This is an optimization exercise on Yosys and OpenROAD, whose aim is small area, not a production implementation.
At most, simulation tests tie the RTL to the original design; equivalence was not proved.
Power and IR drop assume default switching activity.

Setup of lane 3:
==> module throughput_monitor, before the edit <==
module throughput_monitor #(
   parameter int window_cycles = rx_monitor_pkg::window_cycles_default
) (
   input  logic                     clk,
   input  logic                     rst_n,
   input  logic                     clear_i,
   input  logic                     sample_en_i,
   input  logic                     fifo_we_i,
   output rx_monitor_pkg::tp_hist_t tp_hist_o
);
   localparam int cnt_w = 12;
   localparam int win_w = 12;
   function automatic logic [win_w-1:0] lfsr_next(input logic [win_w-1:0] s);
      lfsr_next = {s[win_w-2:0], ~(s[11] ^ s[10] ^ s[9] ^ s[3])};
   endfunction
   function automatic logic [win_w-1:0] lfsr_at(input int n);
      logic [win_w-1:0] s;
      s = '0;
      for (int i = 0; i < n; i++) s = lfsr_next(s);
      lfsr_at = s;
   endfunction
   localparam logic [win_w-1:0] win_last = lfsr_at(window_cycles - 1);
   logic [win_w-1:0] win_q;   
   logic [cnt_w-1:0] cnt_q;   
   logic             wrap;
   assign wrap = win_q == win_last;
   always_ff @(posedge clk) begin
      if (!rst_n) begin
         win_q <= '0;
      end else if (clear_i) begin
         win_q <= '0;
      end else if (wrap) begin
         win_q <= '0;
      end else begin
         win_q <= lfsr_next(win_q);
      end
   end
   always_ff @(posedge clk) begin
      if (!rst_n) begin
         cnt_q <= '0;
      end else if (clear_i) begin
         cnt_q <= '0;
      end else if (wrap) begin
         cnt_q <= {{(cnt_w-1){1'b0}}, fifo_we_i};
      end else if (fifo_we_i) begin
         cnt_q <= cnt_q + 1'b1;
      end
   end
   logic [rx_monitor_pkg::hist_depth*cnt_w-1:0] hist_q;
   logic hist_shift;
   logic hist_keep;
   assign hist_shift = rst_n && !clear_i && wrap && sample_en_i;
   assign hist_keep  = rst_n && !clear_i && !(wrap && sample_en_i);
   always_ff @(posedge clk) begin
      hist_q <= ({(rx_monitor_pkg::hist_depth*cnt_w){hist_shift}} &
                 {hist_q[(rx_monitor_pkg::hist_depth-1)*cnt_w-1:0], cnt_q}) |    
                ({(rx_monitor_pkg::hist_depth*cnt_w){hist_keep}} & hist_q);
   end
   logic [rx_monitor_pkg::hist_depth*rx_monitor_pkg::count_w-1:0] hist_flat;
   for (genvar i = 0; i < rx_monitor_pkg::hist_depth; i++) begin : g_hist
      assign hist_flat[i*rx_monitor_pkg::count_w +: rx_monitor_pkg::count_w] =
         rx_monitor_pkg::count_w'(hist_q[i*cnt_w +: cnt_w]);
   end
   assign tp_hist_o = hist_flat;
endmodule
export LEC_CHECK = 0
export CAP_MARGIN = 20
export CORE_AREA = 2.5 2.5 317.5 317.5
export DIE_AREA = 0 0 320 320
export PLACE_DENSITY = 0.8
export SLEW_MARGIN = 20
export BUFFER_PORTS_ARGS = -buffer_cell sky130_fd_sc_hd__buf_1
export CTS_ARGS = -sink_clustering_enable -repair_clock_nets -dont_use_dummy_load -buf_list "sky130_fd_sc_hd__clkbuf_8" -sink_clustering_size 18 -sink_clustering_max_diameter 50
export SKIP_REPAIR_TIE_FANOUT = 1
create_clock -name core_clock -period 5.0 [get_ports {clk}]
standard.sh (not shown) runs the stock make flow with config.mk's settings and CLKGATE_MAP_FILE= SYNTH_SCRIPT=/design/flow/synth_recipe.tcl, a recipe that flattens the netlist after the stock synthesis.
==> flow/flow/run.sh <==
#!/bin/bash
# Standard ORFS layout with two layout-only changes:
#  - port buffers are sky130_fd_sc_hd__buf_1 instead of the default pick
#  - CTS inserts no dummy balancing loads
# Each tool's output stays in orfs/logs; make's own output goes to make.log.
set -euo pipefail
cat >> config.mk <<'CFG'
export BUFFER_PORTS_ARGS = -buffer_cell sky130_fd_sc_hd__buf_1
export CTS_ARGS = -sink_clustering_enable -repair_clock_nets -dont_use_dummy_load -buf_list "sky130_fd_sc_hd__clkbuf_8" -sink_clustering_size 18 -sink_clustering_max_diameter 50
export SKIP_REPAIR_TIE_FANOUT = 1
CFG
bash standard.sh > make.log 2>&1
#### Input delta (lane 4 over lane 3)
-- flow/design.v --
<<< lane 3, line 239
   output rx_monitor_pkg::tp_hist_t tp_hist_o
);
   localparam int cnt_w = 12;
   localparam int win_w = 12;
   function automatic logic [win_w-1:0] lfsr_next(input logic [win_w-1:0] s);
      lfsr_next = {s[win_w-2:0], ~(s[11] ^ s[10] ^ s[9] ^ s[3])};
   endfunction
   function automatic logic [win_w-1:0] lfsr_at(input int n);
      logic [win_w-1:0] s;
      s = '0;
      for (int i = 0; i < n; i++) s = lfsr_next(s);
      lfsr_at = s;
   endfunction
   localparam logic [win_w-1:0] win_last = lfsr_at(window_cycles - 1);
   logic [win_w-1:0] win_q;   
   logic [cnt_w-1:0] cnt_q;   
   logic             wrap;
   assign wrap = win_q == win_last;
   always_ff @(posedge clk) begin
      if (!rst_n) begin
>>> lane 4, line 239
   output rx_monitor_pkg::tp_hist_t tp_hist_o
);
   localparam bit short_win = (window_cycles >= 1) && (window_cycles <= 4095);
   localparam int cnt_w = short_win ? 12 : rx_monitor_pkg::count_w;
   localparam int win_w = short_win ? 12 : rx_monitor_pkg::count_w;
   function automatic logic [11:0] lfsr_next(input logic [11:0] s);
      lfsr_next = {s[10:0], ~(s[11] ^ s[10] ^ s[9] ^ s[3])};
   endfunction
   function automatic logic [11:0] lfsr_at(input int n);
      logic [11:0] s;
      s = '0;
      for (int i = 0; i < n; i++) s = lfsr_next(s);
      lfsr_at = s;
   endfunction
   logic [win_w-1:0] win_q;      
   logic [win_w-1:0] win_step;   
   logic [cnt_w-1:0] cnt_q;      
   logic             wrap;
   if (short_win) begin : g_lfsr
      localparam logic [11:0] win_last = lfsr_at(window_cycles - 1);
      assign wrap     = win_q == win_last;
      assign win_step = lfsr_next(win_q);
   end else begin : g_count
      assign wrap     = win_q == win_w'(window_cycles - 1);
      assign win_step = win_q + 1'b1;
   end
   always_ff @(posedge clk) begin
      if (!rst_n) begin
<<< lane 3, line 263
         win_q <= '0;
      end else begin
         win_q <= lfsr_next(win_q);
      end
   end
>>> lane 4, line 271
         win_q <= '0;
      end else begin
         win_q <= win_step;
      end
   end
==> comparison <==
| total power | lane 4 vs lane 3 | ≈ equal |
Of lane 4 and lane 3, it is lane 4 that has the higher clock network fraction of total power.
Wire length: lane 4 vs lane 3 — no meaningful difference
Lane 4 ran to completion and came out clean on the timing, DRC and antenna checks.
Side by side, worst slack on hold paths turned out lower in lane 4 than in lane 3.
Summary of lane 4 over lane 3: fraction of standard cell area in multi-input logic shows no meaningful change, fmax shows a reduction of 0.84%, final critical-path share of the clock period shows an increase of 0.66 points, met3 demand-to-capacity share in global routing shows an increase of 0.25 points, number of max-slew violations in the final report shows no meaningful change.
Diff lane 4..lane 3 | total power divided by cell area | negligible


rx_engine_top with an RTL version that a note above also has.
For scale: ~1700 cells after synthesis, roughly 910 I/O pins.
==> module throughput_monitor, before the edit <==
module throughput_monitor #(
   parameter int window_cycles = rx_monitor_pkg::window_cycles_default
) (
   input  logic                     clk,
   input  logic                     rst_n,
   input  logic                     clear_i,
   input  logic                     sample_en_i,
   input  logic                     fifo_we_i,
   output rx_monitor_pkg::tp_hist_t tp_hist_o
);
   localparam bit short_win = (window_cycles >= 1) && (window_cycles <= 4095);
   localparam int cnt_w = short_win ? 12 : rx_monitor_pkg::count_w;
   localparam int win_w = short_win ? 12 : rx_monitor_pkg::count_w;
   function automatic logic [11:0] lfsr_next(input logic [11:0] s);
      lfsr_next = {s[10:0], ~(s[11] ^ s[10] ^ s[9] ^ s[3])};
   endfunction
   function automatic logic [11:0] lfsr_at(input int n);
      logic [11:0] s;
      s = '0;
      for (int i = 0; i < n; i++) s = lfsr_next(s);
      lfsr_at = s;
   endfunction
   logic [win_w-1:0] win_q;      
   logic [win_w-1:0] win_step;   
   logic [cnt_w-1:0] cnt_q;      
   logic             wrap;
   if (short_win) begin : g_lfsr
      localparam logic [11:0] win_last = lfsr_at(window_cycles - 1);
      assign wrap     = win_q == win_last;
      assign win_step = lfsr_next(win_q);
   end else begin : g_count
      assign wrap     = win_q == win_w'(window_cycles - 1);
      assign win_step = win_q + 1'b1;
   end
   always_ff @(posedge clk) begin
      if (!rst_n) begin
         win_q <= '0;
      end else if (clear_i) begin
         win_q <= '0;
      end else if (wrap) begin
         win_q <= '0;
      end else begin
         win_q <= win_step;
      end
   end
   always_ff @(posedge clk) begin
      if (!rst_n) begin
         cnt_q <= '0;
      end else if (clear_i) begin
         cnt_q <= '0;
      end else if (wrap) begin
         cnt_q <= {{(cnt_w-1){1'b0}}, fifo_we_i};
      end else if (fifo_we_i) begin
         cnt_q <= cnt_q + 1'b1;
      end
   end
   logic [rx_monitor_pkg::hist_depth*cnt_w-1:0] hist_q;
   logic hist_shift;
   logic hist_keep;
   assign hist_shift = rst_n && !clear_i && wrap && sample_en_i;
   assign hist_keep  = rst_n && !clear_i && !(wrap && sample_en_i);
   always_ff @(posedge clk) begin
      hist_q <= ({(rx_monitor_pkg::hist_depth*cnt_w){hist_shift}} &
                 {hist_q[(rx_monitor_pkg::hist_depth-1)*cnt_w-1:0], cnt_q}) |    
                ({(rx_monitor_pkg::hist_depth*cnt_w){hist_keep}} & hist_q);
   end
   logic [rx_monitor_pkg::hist_depth*rx_monitor_pkg::count_w-1:0] hist_flat;
   for (genvar i = 0; i < rx_monitor_pkg::hist_depth; i++) begin : g_hist
      assign hist_flat[i*rx_monitor_pkg::count_w +: rx_monitor_pkg::count_w] =
         rx_monitor_pkg::count_w'(hist_q[i*cnt_w +: cnt_w]);
   end
   assign tp_hist_o = hist_flat;
endmodule
clock: 5.0 ns
lec_check: 0
cap_margin: 20
core_area: 2.5 2.5 317.5 317.5
die_area: 0 0 320 320
place_density: 0.92
slew_margin: 20
buffer_ports_args: -buffer_cell sky130_fd_sc_hd__buf_1
cts_args: -sink_clustering_enable -repair_clock_nets -dont_use_dummy_load -buf_list "sky130_fd_sc_hd__clkbuf_8" -sink_clustering_size 21 -sink_clustering_max_diameter 50
skip_repair_tie_fanout: 1
==> flow/flow/run.sh <==
#!/bin/bash
# The standard ORFS layout (standard.sh, unchanged synthesis) with these
# layout-only settings added to config.mk:
#  - port buffers are sky130_fd_sc_hd__buf_1 instead of the default pick
#  - CTS builds the tree from clkbuf_8 with sink clusters of at most 21 flops
#    within 50 um, and inserts no dummy balancing loads
#  - tie cells are not duplicated per load: one tie-low cell drives all
#    constant-0 outputs, one tie-high cell the constant-1 output
# ORFS writes each tool's full log under orfs/logs/; make's own output goes
# to make.log in the work folder.
set -euo pipefail
cat >> config.mk <<'CFG'
export BUFFER_PORTS_ARGS = -buffer_cell sky130_fd_sc_hd__buf_1
export CTS_ARGS = -sink_clustering_enable -repair_clock_nets -dont_use_dummy_load -buf_list "sky130_fd_sc_hd__clkbuf_8" -sink_clustering_size 21 -sink_clustering_max_diameter 50
export SKIP_REPAIR_TIE_FANOUT = 1
CFG
bash standard.sh > make.log 2>&1
==> next run, changes <==
--- a/flow/design.v
+++ b/flow/design.v
@@ -246,9 +246,9 @@
    endfunction
    function automatic logic [11:0] lfsr_at(input int n);
       logic [11:0] s;
       s = '0;
-      for (int i = 0; i < n; i++) s = lfsr_next(s);
+      for (int i = 0; i < n; i++) s = {s[10:0], ~(s[11] ^ s[10] ^ s[9] ^ s[3])};
       lfsr_at = s;
    endfunction
    logic [win_w-1:0] win_q;      
    logic [win_w-1:0] win_step;   
Outcome:
- via count stays the same
- area after synthesis is unchanged
- global-route usage is unchanged
- worst hold slack is unchanged
- sequential power stays flat


Setup of run A:
Another version of the RTL of rx_engine_top (not shown whole).
For scale: about 810 flip-flops, about 910 I/O pins.
==> module cq_write_packer, before the edit <==
module cq_write_packer (
   input  logic                    clk,
   input  logic                    rst_n,
   input  logic                    hdr_evt_i,    
   input  logic                    dat_evt_i,    
   input  logic [pcie_cq_pkg::cq_data_w-1:0] beat_i,
   output logic                    fifo_we_o,
   output pcie_cq_pkg::fifo_word_t fifo_word_o,
   output logic                    flush_stall_o
);
   localparam int n_dw = pcie_cq_pkg::half_w / pcie_cq_pkg::dw_w;   
   logic [pcie_cq_pkg::len_w-1:0]  rem_q;     
   logic [pcie_cq_pkg::half_w-1:0] hold_q;    
   logic [pcie_cq_pkg::len_w-1:0]  len;
   logic                           dat_evt;
   logic                           rem_nz;
   logic                           short_pkt;
   logic                           rem_gt_beat;
   logic                           rem_ends;
   logic                           flush_now;
   logic [pcie_cq_pkg::half_w-1:0] upper;
   logic [pcie_cq_pkg::half_w-1:0] lower;
   logic [n_dw-1:0]                hdr_dw;    
   logic [n_dw-1:0]                hold_dw;   
   logic [n_dw-1:0]                low_dw;    
   assign upper = beat_i[pcie_cq_pkg::cq_data_w-1 -: pcie_cq_pkg::half_w];
   assign lower = beat_i[pcie_cq_pkg::half_w-1:0];
   assign len   = beat_i[pcie_cq_pkg::len_lsb +: pcie_cq_pkg::len_w];
   assign rem_nz      = rem_q != '0;
   assign dat_evt     = dat_evt_i && rem_nz;
   assign short_pkt   = len <= pcie_cq_pkg::head_dw;   
   assign rem_gt_beat = rem_q > pcie_cq_pkg::beat_dw;
   assign rem_ends    = rem_gt_beat &&
                        (rem_q <= pcie_cq_pkg::beat_dw + pcie_cq_pkg::head_dw);
   assign flush_now   = rem_nz && (rem_q <= pcie_cq_pkg::head_dw);
   assign flush_stall_o = dat_evt && rem_ends;
   always_ff @(posedge clk) begin
      if (!rst_n) begin
         rem_q     <= '0;
         fifo_we_o <= 1'b0;
      end else begin
         fifo_we_o <= 1'b0;
         if (hdr_evt_i) begin
            fifo_we_o <= short_pkt;
            rem_q     <= short_pkt ? '0 : len;
         end else if (dat_evt) begin
            fifo_we_o <= 1'b1;
            rem_q     <= rem_gt_beat ? rem_q - pcie_cq_pkg::beat_dw : '0;
         end else if (flush_now) begin
            fifo_we_o <= 1'b1;                  
            rem_q     <= '0;
         end
      end
   end
   always_ff @(posedge clk) begin
      if (hdr_evt_i || dat_evt_i) hold_q <= upper;
   end
   for (genvar j = 0; j < n_dw; j++) begin : g_sel
      assign hdr_dw[j]  = hdr_evt_i && (len > j);
      assign hold_dw[j] = !hdr_evt_i && (rem_q > j);
      assign low_dw[j]  = dat_evt_i && (rem_q > j + n_dw);
   end
   always_ff @(posedge clk) begin
      for (int j = 0; j < n_dw; j++) begin
         fifo_word_o.data[j*pcie_cq_pkg::dw_w +: pcie_cq_pkg::dw_w] <=
            ({pcie_cq_pkg::dw_w{hdr_dw[j]}}  & upper[j*pcie_cq_pkg::dw_w +: pcie_cq_pkg::dw_w]) |
            ({pcie_cq_pkg::dw_w{hold_dw[j]}} & hold_q[j*pcie_cq_pkg::dw_w +: pcie_cq_pkg::dw_w]);
         fifo_word_o.data[pcie_cq_pkg::half_w + j*pcie_cq_pkg::dw_w +: pcie_cq_pkg::dw_w] <=
            {pcie_cq_pkg::dw_w{low_dw[j]}} & lower[j*pcie_cq_pkg::dw_w +: pcie_cq_pkg::dw_w];
      end
      fifo_word_o.last <= !(dat_evt_i && rem_gt_beat);
   end
endmodule
==> module throughput_monitor, before the edit <==
module throughput_monitor #(
   parameter int window_cycles = rx_monitor_pkg::window_cycles_default
) (
   input  logic                     clk,
   input  logic                     rst_n,
   input  logic                     clear_i,
   input  logic                     sample_en_i,
   input  logic                     fifo_we_i,
   output rx_monitor_pkg::tp_hist_t tp_hist_o
);
   localparam int cnt_w = (window_cycles < 4096) ? 12 : rx_monitor_pkg::count_w;
   localparam int win_w = cnt_w;
   logic [win_w-1:0] win_q;   
   logic [cnt_w-1:0] cnt_q;   
   logic             wrap;
   assign wrap = win_q == win_w'(window_cycles - 1);
   always_ff @(posedge clk) begin
      if (!rst_n) begin
         win_q <= '0;
      end else if (clear_i) begin
         win_q <= '0;
      end else if (wrap) begin
         win_q <= '0;
      end else begin
         win_q <= win_q + 1'b1;
      end
   end
   always_ff @(posedge clk) begin
      if (!rst_n) begin
         cnt_q <= '0;
      end else if (clear_i) begin
         cnt_q <= '0;
      end else if (wrap) begin
         cnt_q <= {{(cnt_w-1){1'b0}}, fifo_we_i};
      end else if (fifo_we_i) begin
         cnt_q <= cnt_q + 1'b1;
      end
   end
   logic [rx_monitor_pkg::hist_depth*cnt_w-1:0] hist_q;
   always_ff @(posedge clk) begin
      if (!rst_n) begin
         hist_q <= '0;
      end else if (clear_i) begin
         hist_q <= '0;
      end else if (wrap && sample_en_i) begin
         hist_q <= {hist_q[(rx_monitor_pkg::hist_depth-1)*cnt_w-1:0], cnt_q};   
      end
   end
   logic [rx_monitor_pkg::hist_depth*rx_monitor_pkg::count_w-1:0] hist_flat;
   for (genvar i = 0; i < rx_monitor_pkg::hist_depth; i++) begin : g_hist
      assign hist_flat[i*rx_monitor_pkg::count_w +: rx_monitor_pkg::count_w] =
         rx_monitor_pkg::count_w'(hist_q[i*cnt_w +: cnt_w]);
   end
   assign tp_hist_o = hist_flat;
endmodule
clock: 5.0 ns
lec_check: 0
cap_margin: 20
core_margin: 2
core_utilization: 40
slew_margin: 20
buffer_ports_args: -buffer_cell sky130_fd_sc_hd__buf_1
cts_args: -sink_clustering_enable -repair_clock_nets -dont_use_dummy_load -buf_list "sky130_fd_sc_hd__clkbuf_8" -sink_clustering_size 18 -sink_clustering_max_diameter 50
==> flow/flow/run.sh <==
#!/bin/bash
# Standard ORFS layout with two layout-only changes:
#  - port buffers are sky130_fd_sc_hd__buf_1 instead of the default pick
#  - CTS inserts no dummy balancing loads
# Each tool's output stays in orfs/logs; make's own output goes to make.log.
set -euo pipefail
cat >> config.mk <<'CFG'
export BUFFER_PORTS_ARGS = -buffer_cell sky130_fd_sc_hd__buf_1
export CTS_ARGS = -sink_clustering_enable -repair_clock_nets -dont_use_dummy_load -buf_list "sky130_fd_sc_hd__clkbuf_8" -sink_clustering_size 18 -sink_clustering_max_diameter 50
CFG
bash standard.sh > make.log 2>&1
The inputs of run B differ from those of run A as listed below.
==> flow/design.v, changed modules only <==
module cq_write_packer (
   input  logic                    clk,
   input  logic                    rst_n,
   input  logic                    hdr_evt_i,    
   input  logic                    dat_evt_i,    
   input  logic [pcie_cq_pkg::cq_data_w-1:0] beat_i,
   output logic                    fifo_we_o,
   output pcie_cq_pkg::fifo_word_t fifo_word_o,
   output logic                    flush_stall_o
);
   localparam int n_dw = pcie_cq_pkg::half_w / pcie_cq_pkg::dw_w;   
   logic [pcie_cq_pkg::len_w-1:0]  rem_q;     
   logic [pcie_cq_pkg::half_w-1:0] hold_q;    
   logic [pcie_cq_pkg::cq_data_w-1:0] word_q;   
   logic [pcie_cq_pkg::len_w-1:0]  len;
   logic                           dat_evt;
   logic                           rem_nz;
   logic                           short_pkt;
   logic                           rem_gt_beat;
   logic                           rem_ends;
   logic                           flush_now;
   logic [pcie_cq_pkg::half_w-1:0] upper;
   logic [pcie_cq_pkg::half_w-1:0] lower;
   logic [n_dw-1:0]                hdr_dw;    
   logic [n_dw-1:0]                hold_dw;   
   logic [n_dw-1:0]                low_dw;    
   assign upper = beat_i[pcie_cq_pkg::cq_data_w-1 -: pcie_cq_pkg::half_w];
   assign lower = beat_i[pcie_cq_pkg::half_w-1:0];
   assign len   = beat_i[pcie_cq_pkg::len_lsb +: pcie_cq_pkg::len_w];
   assign rem_nz      = rem_q != '0;
   assign dat_evt     = dat_evt_i && rem_nz;
   assign short_pkt   = len <= pcie_cq_pkg::head_dw;   
   assign rem_gt_beat = rem_q > pcie_cq_pkg::beat_dw;
   assign rem_ends    = rem_gt_beat &&
                        (rem_q <= pcie_cq_pkg::beat_dw + pcie_cq_pkg::head_dw);
   assign flush_now   = rem_nz && (rem_q <= pcie_cq_pkg::head_dw);
   assign flush_stall_o = dat_evt && rem_ends;
   always_ff @(posedge clk) begin
      if (!rst_n) begin
         rem_q     <= '0;
         fifo_we_o <= 1'b0;
      end else begin
         fifo_we_o <= 1'b0;
         if (hdr_evt_i) begin
            fifo_we_o <= short_pkt;
            rem_q     <= short_pkt ? '0 : len;
         end else if (dat_evt) begin
            fifo_we_o <= 1'b1;
            rem_q     <= rem_gt_beat ? rem_q - pcie_cq_pkg::beat_dw : '0;
         end else if (flush_now) begin
            fifo_we_o <= 1'b1;                  
            rem_q     <= '0;
         end
      end
   end
   always_ff @(posedge clk) begin
      if (hdr_evt_i || dat_evt_i) hold_q <= upper;
   end
   for (genvar j = 0; j < n_dw; j++) begin : g_sel
      assign hdr_dw[j]  = hdr_evt_i && (len > j);
      assign hold_dw[j] = !hdr_evt_i && (rem_q > j);
      assign low_dw[j]  = dat_evt_i && (rem_q > j + n_dw);
   end
   always_ff @(posedge clk) begin
      for (int j = 0; j < n_dw; j++) begin
         word_q[j*pcie_cq_pkg::dw_w +: pcie_cq_pkg::dw_w] <=
            ({pcie_cq_pkg::dw_w{hdr_dw[j]}}  & upper[j*pcie_cq_pkg::dw_w +: pcie_cq_pkg::dw_w]) |
            ({pcie_cq_pkg::dw_w{hold_dw[j]}} & hold_q[j*pcie_cq_pkg::dw_w +: pcie_cq_pkg::dw_w]);
         word_q[pcie_cq_pkg::half_w + j*pcie_cq_pkg::dw_w +: pcie_cq_pkg::dw_w] <=
            {pcie_cq_pkg::dw_w{low_dw[j]}} & lower[j*pcie_cq_pkg::dw_w +: pcie_cq_pkg::dw_w];
      end
   end
   assign fifo_word_o = {word_q, !rem_nz};
endmodule
module throughput_monitor #(
   parameter int window_cycles = rx_monitor_pkg::window_cycles_default
) (
   input  logic                     clk,
   input  logic                     rst_n,
   input  logic                     clear_i,
   input  logic                     sample_en_i,
   input  logic                     fifo_we_i,
   output rx_monitor_pkg::tp_hist_t tp_hist_o
);
   localparam int cnt_w = 12;
   localparam int win_w = 12;
   function automatic logic [win_w-1:0] lfsr_next(input logic [win_w-1:0] s);
      lfsr_next = {s[win_w-2:0], ~(s[11] ^ s[10] ^ s[9] ^ s[3])};
   endfunction
   function automatic logic [win_w-1:0] lfsr_at(input int n);
      logic [win_w-1:0] s;
      s = '0;
      for (int i = 0; i < n; i++) s = lfsr_next(s);
      lfsr_at = s;
   endfunction
   localparam logic [win_w-1:0] win_last = lfsr_at(window_cycles - 1);
   logic [win_w-1:0] win_q;   
   logic [cnt_w-1:0] cnt_q;   
   logic             wrap;
   assign wrap = win_q == win_last;
   always_ff @(posedge clk) begin
      if (!rst_n) begin
         win_q <= '0;
      end else if (clear_i) begin
         win_q <= '0;
      end else if (wrap) begin
         win_q <= '0;
      end else begin
         win_q <= lfsr_next(win_q);
      end
   end
   always_ff @(posedge clk) begin
      if (!rst_n) begin
         cnt_q <= '0;
      end else if (clear_i) begin
         cnt_q <= '0;
      end else if (wrap) begin
         cnt_q <= {{(cnt_w-1){1'b0}}, fifo_we_i};
      end else if (fifo_we_i) begin
         cnt_q <= cnt_q + 1'b1;
      end
   end
   logic [rx_monitor_pkg::hist_depth*cnt_w-1:0] hist_q;
   always_ff @(posedge clk) begin
      if (!rst_n) begin
         hist_q <= '0;
      end else if (clear_i) begin
         hist_q <= '0;
      end else if (wrap && sample_en_i) begin
         hist_q <= {hist_q[(rx_monitor_pkg::hist_depth-1)*cnt_w-1:0], cnt_q};   
      end
   end
   logic [rx_monitor_pkg::hist_depth*rx_monitor_pkg::count_w-1:0] hist_flat;
   for (genvar i = 0; i < rx_monitor_pkg::hist_depth; i++) begin : g_hist
      assign hist_flat[i*rx_monitor_pkg::count_w +: rx_monitor_pkg::count_w] =
         rx_monitor_pkg::count_w'(hist_q[i*cnt_w +: cnt_w]);
   end
   assign tp_hist_o = hist_flat;
endmodule
Results
Part of the Yosys area used for sequential elements delta for run B relative to run A: 0.61 points higher
A highest-delay cell along the critical path of sky130_fd_sc_hd__or4_1 is what run B shows, while sky130_fd_sc_hd__nor4_2 belongs to run A.
Summary — post-route clock period utilization, run B relative to run A: higher, by 7.5 points.
Run B vs run A: met2 layer usage reported by global route up in run B
Of the two candidates, run A has the better leakage power and run B the worse one.
Reported for run A and run B, final routed DRC violation total turned out identical to the last digit.
Diff run A -> run B | sum of routed wire length over all layers | increase of about 1%
No run of this note included a check of the RTL's function; only the layout flow was run.

==> port drivers added, routing unchanged <==
In the flow no input, the clock included, has a driving cell. The finished layouts below were timed again as built, in two steps. Step 1 (the two cells are an assumption about what drives the block):
set clk [get_ports {clk}]
set_driving_cell -lib_cell sky130_fd_sc_hd__clkbuf_16 $clk
set_driving_cell -lib_cell sky130_fd_sc_hd__buf_2 [delete_from_list [all_inputs] $clk]
Step 2 times the ports against the registers' clock, not the clock port: input delays grow and output delays shrink by t, the midpoint of the rising clock arrivals with the driver on. Slacks: ideal ports / drivers / drivers and shift; pairs: ideal ports / drivers.
run	t (ns)	slack for setup (ns)	worst setup path at the end	cell pins on the clock port's net
lane 3	0.701	1.139 / 1.086 / 1.118	input to output	1
lane 4	0.709	1.106 / 1.075 / 1.075	input to output	1
the first run of note 2	0.713	1.202 / 1.147 / 1.236	input to output	1
the second run of note 2	0.713	1.202 / 1.147 / 1.236	input to output	1
run A	0.681	1.195 / 1.136 / 1.249	input to output	1
run B	0.666	0.818 / 0.765 / 0.834	input to output	1
After both steps setup and hold are still met in every run listed. For lane 4, which loses most, drivers alone change the setup slack by -0.031 ns; drivers and shift together by -0.031 ns.
